Context: an optimization exercise on an open-source flow, tuned for small area, a short achievable clock period and few clock cycles. The choices shown serve that exercise and are no tape-out recipe.
Function was checked by simulation only, so behaviour that the tests miss may differ from the original.
Power and IR drop assume default switching activity.

`design/flow/run.sh`:
```
#!/bin/bash
# synth_recipe.tcl (not shown) runs the flow's synth.tcl, then flattens the netlist and writes it again
# the make line also repeats each setting of config.mk as NAME=value (left out here)
make -C /OpenROAD-flow-scripts/flow DESIGN_CONFIG=/design/flow/config.mk WORK_HOME=/design/flow/orfs CLKGATE_MAP_FILE= SYNTH_SCRIPT=/design/flow/synth_recipe.tcl finish
```
`design/flow/config.mk`:
```
export PLATFORM = sky130hd
export DESIGN_NAME = stable_priority_queue_top
export DESIGN_NICKNAME = stable_priority_queue_top
export VERILOG_FILES = /design/flow/design.v
export SDC_FILE = /design/flow/constraint.sdc
export NUM_CORES = 4
export LEC_CHECK = 0
export CAP_MARGIN = 20
export CORE_MARGIN = 2
export CORE_UTILIZATION = 30
export CTS_CLUSTER_DIAMETER = 100
export CTS_CLUSTER_SIZE = 24
export PLACE_DENSITY = 0.4
export SETUP_SLACK_MARGIN = 3.5
export SLEW_MARGIN = 20
```
`design/flow/constraint.sdc`:
```
create_clock -name core_clock -period 7.0 [get_ports {clk_i}]
set_input_delay 1.4000 -clock core_clock [delete_from_list [all_inputs] [get_ports {clk_i}]]
set_output_delay 1.4000 -clock core_clock [all_outputs]
set_load 0.01 [all_outputs]
```
`design/flow/design.v`:
```
package spq_pkg;
  localparam int QUEUE_DEPTH_DEF = 64;
  localparam int KIND_BITS_DEF   = 8;
  localparam int ID_W     = 16;
  localparam int KIND_W   = 8;
  localparam int PRIO_W   = 32;
  localparam int STATUS_W = 2;
  localparam logic OP_INSERT = 1'b0;
  localparam logic OP_REMOVE = 1'b1;
  localparam logic [STATUS_W-1:0] ST_OK     = 2'd0;
  localparam logic [STATUS_W-1:0] ST_BAD_ID = 2'd1;
  localparam logic [STATUS_W-1:0] ST_FULL   = 2'd2;
  localparam logic [STATUS_W-1:0] ST_EMPTY  = 2'd3;
endpackage
module spq_core #(
  parameter int QUEUE_DEPTH = spq_pkg::QUEUE_DEPTH_DEF,
  parameter int KIND_BITS   = spq_pkg::KIND_BITS_DEF,
  localparam int CNT_W      = $clog2(QUEUE_DEPTH + 1)
) (
  input  logic                     clk_i,
  input  logic                     rst_ni,
  input  logic                     req_valid_i,
  output logic                     req_ready_o,
  input  logic                     req_op_i,
  input  logic [spq_pkg::ID_W-1:0]          req_id_i,
  input  logic [spq_pkg::KIND_W-1:0]        req_kind_i,
  input  logic signed [spq_pkg::PRIO_W-1:0] req_prio_i,
  output logic                     res_valid_o,
  input  logic                     res_ready_i,
  input  logic                     res_ready_next_i,
  output logic [spq_pkg::STATUS_W-1:0]      res_status_o,
  output logic [CNT_W-1:0]         res_count_o,
  output logic [spq_pkg::ID_W-1:0]          res_id_o,
  output logic [spq_pkg::KIND_W-1:0]        res_kind_o,
  output logic signed [spq_pkg::PRIO_W-1:0] res_prio_o
);
  localparam int N   = QUEUE_DEPTH;
  localparam int IW  = spq_pkg::ID_W;
  localparam int PW  = spq_pkg::PRIO_W;
  logic [N-1:0][IW-1:0]        id_q;
  logic [N-1:0][KIND_BITS-1:0] kind_q;
  logic [N-1:0][PW-1:0]        prio_q;
  logic [N-1:0]                v_q;
  logic [CNT_W-1:0]            count_q;
  logic                  a_v_q;
  logic                  a_op_q;
  logic [IW-1:0]         a_id_q;
  logic [KIND_BITS-1:0]  a_kind_q;
  logic signed [PW-1:0]  a_prio_q;
  logic                  b_v_q;
  logic [IW-1:0]         b_id_q;
  logic [KIND_BITS-1:0]  b_kind_q;
  logic signed [PW-1:0]  b_prio_q;
  logic [N-1:0]          b_mv_q;      
  localparam int G = 8;
  logic [G-1:0]          b_dupg_q;    
  logic                  b_dup0_q;    
  logic                  b_ins_q;
  logic                  b_id0_q;
  logic                  b_full_q;
  logic                  b_empty_q;
  logic                  b_insok;
  logic                  b_remok;
  logic                  b_bad;
  logic [spq_pkg::STATUS_W-1:0] b_st;
  assign b_bad     = b_id0_q | b_dup0_q | (|b_dupg_q);
  assign b_insok = b_ins_q & !b_bad & !b_full_q;
  assign b_remok = !b_ins_q & !b_empty_q;
  always_comb begin
    if (b_ins_q)
      b_st = b_bad ? spq_pkg::ST_BAD_ID : (b_full_q ? spq_pkg::ST_FULL : spq_pkg::ST_OK);
    else
      b_st = b_empty_q ? spq_pkg::ST_EMPTY : spq_pkg::ST_OK;
  end
  logic b_exec, ins_x, rem_x, a_take;
  logic [N-1:0] c_b, shl, plc;
  assign b_exec = b_v_q & res_ready_i;
  assign ins_x  = b_exec & b_insok;
  assign rem_x  = b_exec & b_remok;
  assign a_take = !b_v_q | res_ready_i;
  logic a_v_n, b_v_n, rdy_q;
  assign a_v_n = (req_valid_i & req_ready_o) | (a_v_q & !a_take);
  assign b_v_n = a_take ? a_v_q : b_v_q;
  assign req_ready_o = rdy_q;
  always_comb begin
    for (int i = 0; i < N; i++) begin
      c_b[i] = !v_q[i] | b_mv_q[i];
      if (i == 0) begin
        shl[i] = 1'b0;
        plc[i] = ins_x & c_b[i];
      end else begin
        shl[i] = ins_x & b_mv_q[i-1];
        plc[i] = ins_x & c_b[i] & !c_b[i-1];
      end
    end
  end
  localparam int EW = IW + KIND_BITS + PW;
  logic [N-1:0][EW-1:0] ent_q;
  logic [EW-1:0]        new_ent;
  logic [N-1:0]         hold;
  assign new_ent = {b_prio_q, b_kind_q, b_id_q};
  always_comb begin
    for (int i = 0; i < N; i++) begin
      id_q[i]   = ent_q[i][IW-1:0];
      kind_q[i] = ent_q[i][IW +: KIND_BITS];
      prio_q[i] = ent_q[i][EW-1 -: PW];
      hold[i]   = !((rem_x & (i < N-1)) | shl[i] | plc[i]);
    end
  end
  always_ff @(posedge clk_i) begin
    for (int i = 0; i < N; i++) begin
      ent_q[i] <= ({EW{hold[i]}} & ent_q[i]) |
                  ({EW{rem_x & (i < N-1)}} & ent_q[(i+1) % N]) |
                  ({EW{shl[i]}} & ent_q[(i+N-1) % N]) |
                  ({EW{plc[i]}} & new_ent);
    end
  end
  logic [CNT_W-1:0] count_x;
  assign count_x = count_q + CNT_W'(ins_x) - CNT_W'(rem_x);
  always_ff @(posedge clk_i or negedge rst_ni) begin
    if (!rst_ni) begin
      v_q     <= '0;
      count_q <= '0;
    end else begin
      count_q <= count_x;
      if (rem_x)      v_q <= {1'b0, v_q[N-1:1]};
      else if (ins_x) v_q <= {v_q[N-2:0], 1'b1};
    end
  end
  logic [N-1:0] mv_a, eq_a, mv_n;
  logic         gt_new, full_n, empty_n;
  function automatic logic key_gt(input logic [PW-1:0] x, input logic [PW-1:0] yb);
    logic [PW-1:0] g, p;
    g = x & yb;
    p = x | yb;
    for (int w = 1; w < PW; w = w * 2) begin
      for (int j = 0; j < PW; j += 2 * w) begin
        g[j+2*w-1] = g[j+2*w-1] | (p[j+2*w-1] & g[j+w-1]);
        p[j+2*w-1] = p[j+2*w-1] & p[j+w-1];
      end
    end
    key_gt = g[PW-1];
  endfunction
  logic [PW-1:0] a_keyb;
  assign a_keyb = ~{~a_prio_q[PW-1], a_prio_q[PW-2:0]};
  always_comb begin
    for (int i = 0; i < N; i++) begin
      mv_a[i] = v_q[i] & key_gt({~prio_q[i][PW-1], prio_q[i][PW-2:0]}, a_keyb);
      eq_a[i] = v_q[i] & (id_q[i] == a_id_q);
    end
  end
  assign gt_new = b_prio_q > a_prio_q;
  always_comb begin
    for (int i = 0; i < N; i++) begin
      if (rem_x)       mv_n[i] = (i < N-1) ? mv_a[(i+1) % N] : 1'b0;
      else if (shl[i]) mv_n[i] = mv_a[(i+N-1) % N];
      else if (plc[i]) mv_n[i] = gt_new;
      else             mv_n[i] = mv_a[i];
    end
  end
  logic [G-1:0] dupg_n;
  logic         dup0_n;
  always_comb begin
    for (int g = 0; g < G; g++) begin
      dupg_n[g] = 1'b0;
      for (int i = g * (N / G); i < (g + 1) * (N / G); i++)
        if (i != 0) dupg_n[g] = dupg_n[g] | eq_a[i];
    end
  end
  assign dup0_n  = (eq_a[0] & !rem_x) | (ins_x & (a_id_q == b_id_q));
  assign full_n  = (count_x == CNT_W'(N));
  assign empty_n = (count_x == '0);
  always_ff @(posedge clk_i or negedge rst_ni) begin
    if (!rst_ni) begin
      a_v_q  <= 1'b0;
      b_v_q  <= 1'b0;
      rdy_q  <= 1'b1;
    end else begin
      a_v_q  <= a_v_n;
      b_v_q  <= b_v_n;
      rdy_q  <= !a_v_n | !b_v_n | res_ready_next_i;
    end
  end
  always_ff @(posedge clk_i) begin
    if (req_ready_o) begin
      a_op_q   <= req_op_i;
      a_id_q   <= req_id_i;
      a_kind_q <= KIND_BITS'(req_kind_i);
      a_prio_q <= req_prio_i;
    end
    if (a_take) begin
      b_id_q    <= a_id_q;
      b_kind_q  <= a_kind_q;
      b_prio_q  <= a_prio_q;
      b_mv_q    <= mv_n;
      b_dupg_q  <= dupg_n;
      b_dup0_q  <= dup0_n;
      b_ins_q   <= (a_op_q == spq_pkg::OP_INSERT);
      b_id0_q   <= (a_id_q == '0);
      b_full_q  <= full_n;
      b_empty_q <= empty_n;
    end
  end
  assign res_valid_o  = b_exec;
  assign res_status_o = b_st;
  assign res_count_o  = count_q + CNT_W'(b_insok) - CNT_W'(b_remok);
  assign res_id_o     = b_remok ? id_q[0] : '0;
  assign res_kind_o   = b_remok ? spq_pkg::KIND_W'(kind_q[0]) : '0;
  assign res_prio_o   = b_remok ? prio_q[0] : '0;
endmodule
module stable_priority_queue_top #(
  parameter int QUEUE_DEPTH = spq_pkg::QUEUE_DEPTH_DEF,
  parameter int KIND_BITS   = spq_pkg::KIND_BITS_DEF,
  localparam int CNT_W      = $clog2(QUEUE_DEPTH + 1),
  localparam int OUT_RAW_W  = CNT_W + spq_pkg::ID_W + spq_pkg::KIND_W + spq_pkg::PRIO_W,
  localparam int OUT_W      = ((OUT_RAW_W + 7) / 8) * 8
) (
  input  logic                clk_i,
  input  logic                rst_ni,
  input  logic                s_axis_tvalid_i,
  output logic                s_axis_tready_o,
  input  logic [55:0]         s_axis_tdata_i,    
  input  logic                s_axis_tuser_i,    
  output logic                m_axis_tvalid_o,
  input  logic                m_axis_tready_i,
  output logic [OUT_W-1:0]    m_axis_tdata_o,    
  output logic [spq_pkg::STATUS_W-1:0] m_axis_tuser_o     
);
  logic                     res_valid, res_ready;
  logic [spq_pkg::STATUS_W-1:0]      res_status;
  logic [CNT_W-1:0]         res_count;
  logic [spq_pkg::ID_W-1:0]          res_id;
  logic [spq_pkg::KIND_W-1:0]        res_kind;
  logic signed [spq_pkg::PRIO_W-1:0] res_prio;
  localparam int RW = OUT_RAW_W + spq_pkg::STATUS_W;
  logic          o_v_q, s_v_q;
  logic [RW-1:0] o_q, s_q, w;
  spq_core #(
    .QUEUE_DEPTH(QUEUE_DEPTH),
    .KIND_BITS  (KIND_BITS)
  ) u_core (
    .clk_i       (clk_i),
    .rst_ni      (rst_ni),
    .req_valid_i (s_axis_tvalid_i),
    .req_ready_o (s_axis_tready_o),
    .req_op_i    (s_axis_tuser_i),
    .req_id_i    (s_axis_tdata_i[15:0]),
    .req_kind_i  (s_axis_tdata_i[23:16]),
    .req_prio_i  (s_axis_tdata_i[55:24]),
    .res_valid_o (res_valid),
    .res_ready_i (res_ready),
    .res_ready_next_i(res_ready_n),
    .res_status_o(res_status),
    .res_count_o (res_count),
    .res_id_o    (res_id),
    .res_kind_o  (res_kind),
    .res_prio_o  (res_prio)
  );
  assign w         = {res_status, res_prio, res_kind, res_id, res_count};
  logic full_q;
  assign res_ready = !full_q;
  logic o_free, o_v_n, s_v_n, res_ready_n;
  assign o_free      = !o_v_q | m_axis_tready_i;
  assign o_v_n       = o_free ? (s_v_q | res_valid) : o_v_q;
  assign s_v_n       = o_free ? (s_v_q & res_valid) : (s_v_q | res_valid);
  assign res_ready_n = !(o_v_n & s_v_n);
  always_ff @(posedge clk_i or negedge rst_ni) begin
    if (!rst_ni) begin
      o_v_q  <= 1'b0;
      s_v_q  <= 1'b0;
      full_q <= 1'b0;
    end else begin
      o_v_q  <= o_v_n;
      s_v_q  <= s_v_n;
      full_q <= o_v_n & s_v_n;
    end
  end
  always_ff @(posedge clk_i) begin
    o_q <= ({RW{o_free & s_v_q}} & s_q) | ({RW{o_free & !s_v_q}} & w) | ({RW{!o_free}} & o_q);
    if (o_free ? (s_v_q & res_valid) : res_valid) s_q <= w;
  end
  assign m_axis_tvalid_o = o_v_q;
  assign m_axis_tdata_o  = OUT_W'(o_q[OUT_RAW_W-1:0]);
  assign m_axis_tuser_o  = o_q[RW-1 -: spq_pkg::STATUS_W];
endmodule
```
==> impl_metrics.yaml <==
worst_setup_path:
  critPathBufInv: 3
  path_common_cell: "o211ai_1"
  cp.arrival_ns: 4.61
  cp-start-kind: "flop"
  cp.required_ns: 7.90
  crit_family: "compound AO/OA/AOI/OAI gates"
  crit_path_max_fanout: 4
  cpMaxStageDelayCell: "a222oi_1"
  end_kind: "flop"
  criticalPathCategory: "reg2reg"
  reg2reg_slack_ns: 3.29
  crit_chain: "buf_6, buf_16, buf_12, a222oi_1, o211ai_1, nor2_1, o31ai_2, o211ai_1, a31o_2, mux2_4, nor3_2, a221oi_2"
  slowest_delay_ns: 1.02
synth:
  synth_async_sr_flop_share_pct: 1.934
  synthTopCellsByCount: "dfxtp_1, a221o_1, a22o_1"
  synthesis.area_mm2: 0.2082
  synth.area.top_cells: "dfxtp_1, a221o_1, a22o_1, edfxtp_1, clkbuf_1"
  ys_warn_count: 2
  synthCells: 21912
  muxShareOfSynthArea_pct: 0.3876
  synth.most_common_cell: "dfxtp_1"
  synth-seq-cells: 3981
  seq_area_frac_synth_pct: 39.69
  syn_avg_cell_area_um2: 9.503
  synth_top_area_share_pct: 35.08
  synth_edf_count: 255
  synth-main-ff-cell: "dfxtp_1"
  synth_top_cell_by_area: "dfxtp_1"
  yosysUniqueCellTypes: 106
  syn_nets: 22017
  synth_xor_area_share_pct: 4.421
  synth_top_family_by_area: "compound AO/OA/AOI/OAI gates"
  synth_compound_area_share_pct: 39.63
  yosys.area_share.adder_pct: 2.362
  synth-simple-area-share_pct: 7.343
final_layout:
  syn_to_final_growth_pct: 12.67
  fillers: 71046
  fin_nets: 20829
  design_area_mm2: 0.2346
  drive_gt1_share_pct: 10.06
detailed_routing:
  vias_per_cell: 6.676
  routedWlPerCell_um: 38.70
  route.detailed.drc: 0
  dr.pass1.iters: 10
  antenna_left: 0
  drt_iter0_drc: 26127
  wl_mm: 1170
  via_count: 201787
placement:
  numPortBuffers: 127
  place_hpwl_mm: 775.2
  gp_congestion: 0.8988
  place_area_mm2: 0.2178
clocking:
  cts_sinks: 3981
  tritoncts: "built"
  clk_pin_slew_ns: 0.12
  cts_made_buffers: 211
  worstSkewPairLatency_ns: 1.11
  clock_path_buffers: 4
  htree_levels: 4
  root_buffer: "clkbuf_16"
sta:
  max_slew_margin_pct: 10.34
  period_share_pct: 52.94
  finalSetupViolCount: 0
  hold_violations: 0
  max_freq_mhz: 269.8
  tns_ns: 0
  period_minus_slack_ns: 3.706
  rsz0062_at_grt: "yes"
  finClkSkew_ns: 0.08766
  maxSlewViolCount: 0
  max_slew.worst_pin.slew_ns: 1.345
floorplanning:
  core-area_mm2: 0.6930
  initial_core_util_pct: 30.05
  die_w_um: 837.1
  io_pins: 129
  fp.dieH_um: 837.1
  dieArea_mm2: 0.7008
  rows: 306
run_status:
  status: "complete, no violations"
global_routing:
  grtUsageMet1_pct: 41.25
  grt_max_degree: 170
  busiest_layer: "met2"
  grt_pass1_wl_mm: 1603
  antenna_found_initial: 85
  met3_usage_pct: 4.928
  overflow: 0
  grt_pass1_vias: 191925
  use_met2_pct: 50.29
  grtUsageTotal_pct: 31.15
min_path:
  hold_path_class: "in2async"
pwr:
  ir_drop_uv: 275.0
  power.density_mw_per_mm2: 503.3
  power_leakage_nw: 83.48
run:
  max-cap-violations: 0
## report_power, final
part	internal (mW)	total (mW)	switching (mW)
clock	6.46	16.0	9.51
combinational	21.8	55.1	33.3
sequential	32.5	47.0	14.5
total	60.7	118	57.3
## registers in the layout (all words and copies together) (netlist names), 7 cells and up
register,flops
u_core.count_q,7
u_core.b_mv_q,64
u_core.b_prio_q,32
u_core.v_q,64
u_core.b_dupg_q,8
u_core.b_id_q,16
u_core.a_kind_q,8
o_q,65
u_core.a_prio_q,32
s_q,65
u_core.a_id_q,16
u_core.b_kind_q,8
u_core.ent_q,3584
## placed cells by master (no fill, tap or decap), drive strengths merged, types with 57 or more instances in the layout
cell              n
mux2i            75
xor2            219
nand3            82
xnor2           832
nor4            133
nor2            441
dfrtp            76
a21oi           638
o21ai           985
a22oi           217
dfxtp          3649
a22o           2935
a221o          3427
o211ai           81
a2bb2oi          72
edfxtp          255
clkdlybuf4s50   115
nor2b           306
o221ai          147
maj3            432
inv             674
a211oi           57
nor3            199
nand2          1414
buf            1050
nand2b          177
a31oi           156
a222oi          189
diode           100
o22ai           401
and2            122
clkbuf          308
a221oi           71
nand4           211
## through the flow
step | util, % | power, mW | hold slack [ns] | worst slack (ns) | cells
2_1_floorplan | - | 73.91 | 0.4003 | 3.502 | 21912
3_3_place_gp | 31.41 | 96.51 | 0.4021 | 1.851 | 29312
6_report | 33.86 | 118.1 | 0.2582 | 3.294 | 30226
4_1_cts | 33.32 | 115.5 | 0.1915 | 3.314 | 29963
3_5_place_dp | 31.42 | 96.79 | 0.4052 | 2.017 | 29316
5_1_grt | 33.85 | 122.6 | 0.2600 | 3.241 | 30199
## per-layer routing
layer  wire, um  vias up
li1           -    85200
met1     493100   105766
met2     535300     8997
met3      84440     1800
met4      56540       24
met5        550        -
## worst register-to-register path: stages, from the launching register on
cell and delay [ns]:
edfxtp_1 0.45, buf_6 0.16, buf_16 0.13, buf_12 0.13, a222oi_1 1.02, o211ai_1 0.31, nor2_1 0.24, o31ai_2 0.12
o211ai_1 0.32, a31o_2 0.29, mux2_4 0.15, nor3_2 0.04, a221oi_2 0.18
## final timing paths
path                                       to                start  cells past startpoint
min in group core_clock    u_core.b_kind_q[6]   u_core.a_kind_q[6]                      0
max                         u_core.b_mv_q[16]  u_core.a_prio_q[19]                     12
max in group asynchronous      u_core.v_q[34]               rst_ni                      2
min                         u_core.count_q[0]               rst_ni                      1
min reg2reg                u_core.b_kind_q[6]   u_core.a_kind_q[6]                      0
max reg2reg                 u_core.b_mv_q[16]  u_core.a_prio_q[19]                     12
## repair_timing
action,4_1_cts,5_1_grt
gates resized for setup,660,439
endpoints found under the setup margin,3599,2805
setup buffers,210,137
pin swaps,106,220
hold buffers,0,0
cloned,62,26
## kinds of logic after synthesis
kind of cell,Yosys count
adder cells (fa/ha/maj),476
other,1
XOR/XNOR,1051
AND/OR/NAND/NOR,3203
multiplexers,80
buffers and inverters,3303
AO/OA/AOI/OAI,9817
flip-flops,3981
## cell type report
cell class                      count  area (um2)  share of cell area (%)
Clock buffer                      287        5858                   2.497
Tap cell                         9240       11560                   4.928
Timing Repair inverter             12       107.6                 0.04586
Antenna cell                      100       250.2                  0.1067
Timing Repair Buffer             1229       14140                   6.025
Inverter                          644        2945                   1.255
Clock inverter                     88        1030                  0.4389
Sequential cell                  3981       82660                   35.23
Multi-Input combinational cell  14645      116100                   49.47
Testbench counts, summed over its fixed seeds: cycles 4,024.

[port drivers added, routing unchanged]
Ports are ideal in the flow. The routed layout listed here was re-timed in OpenROAD. Step 1, drivers: a clkbuf_16 drives clk_i and a buf_2 each remaining input, both assumed. Step 2, shift: input delay + t, output delay - t, t = (earliest + latest rising clock arrival at the registers) / 2. This alone moves slack from input paths to output paths. Slacks: no drivers / after step 1 / after step 2; pairs: no drivers / after step 1.
shift t [ns]: 1.202
setup WS [ns]: 3.294 / 3.273 / 2.778
worst slew at a driven data input, ns: 0.09
After both steps setup and hold are still met in this run. The setup slack of this run moves by -0.021 ns with the drivers and by -0.516 ns with both steps.
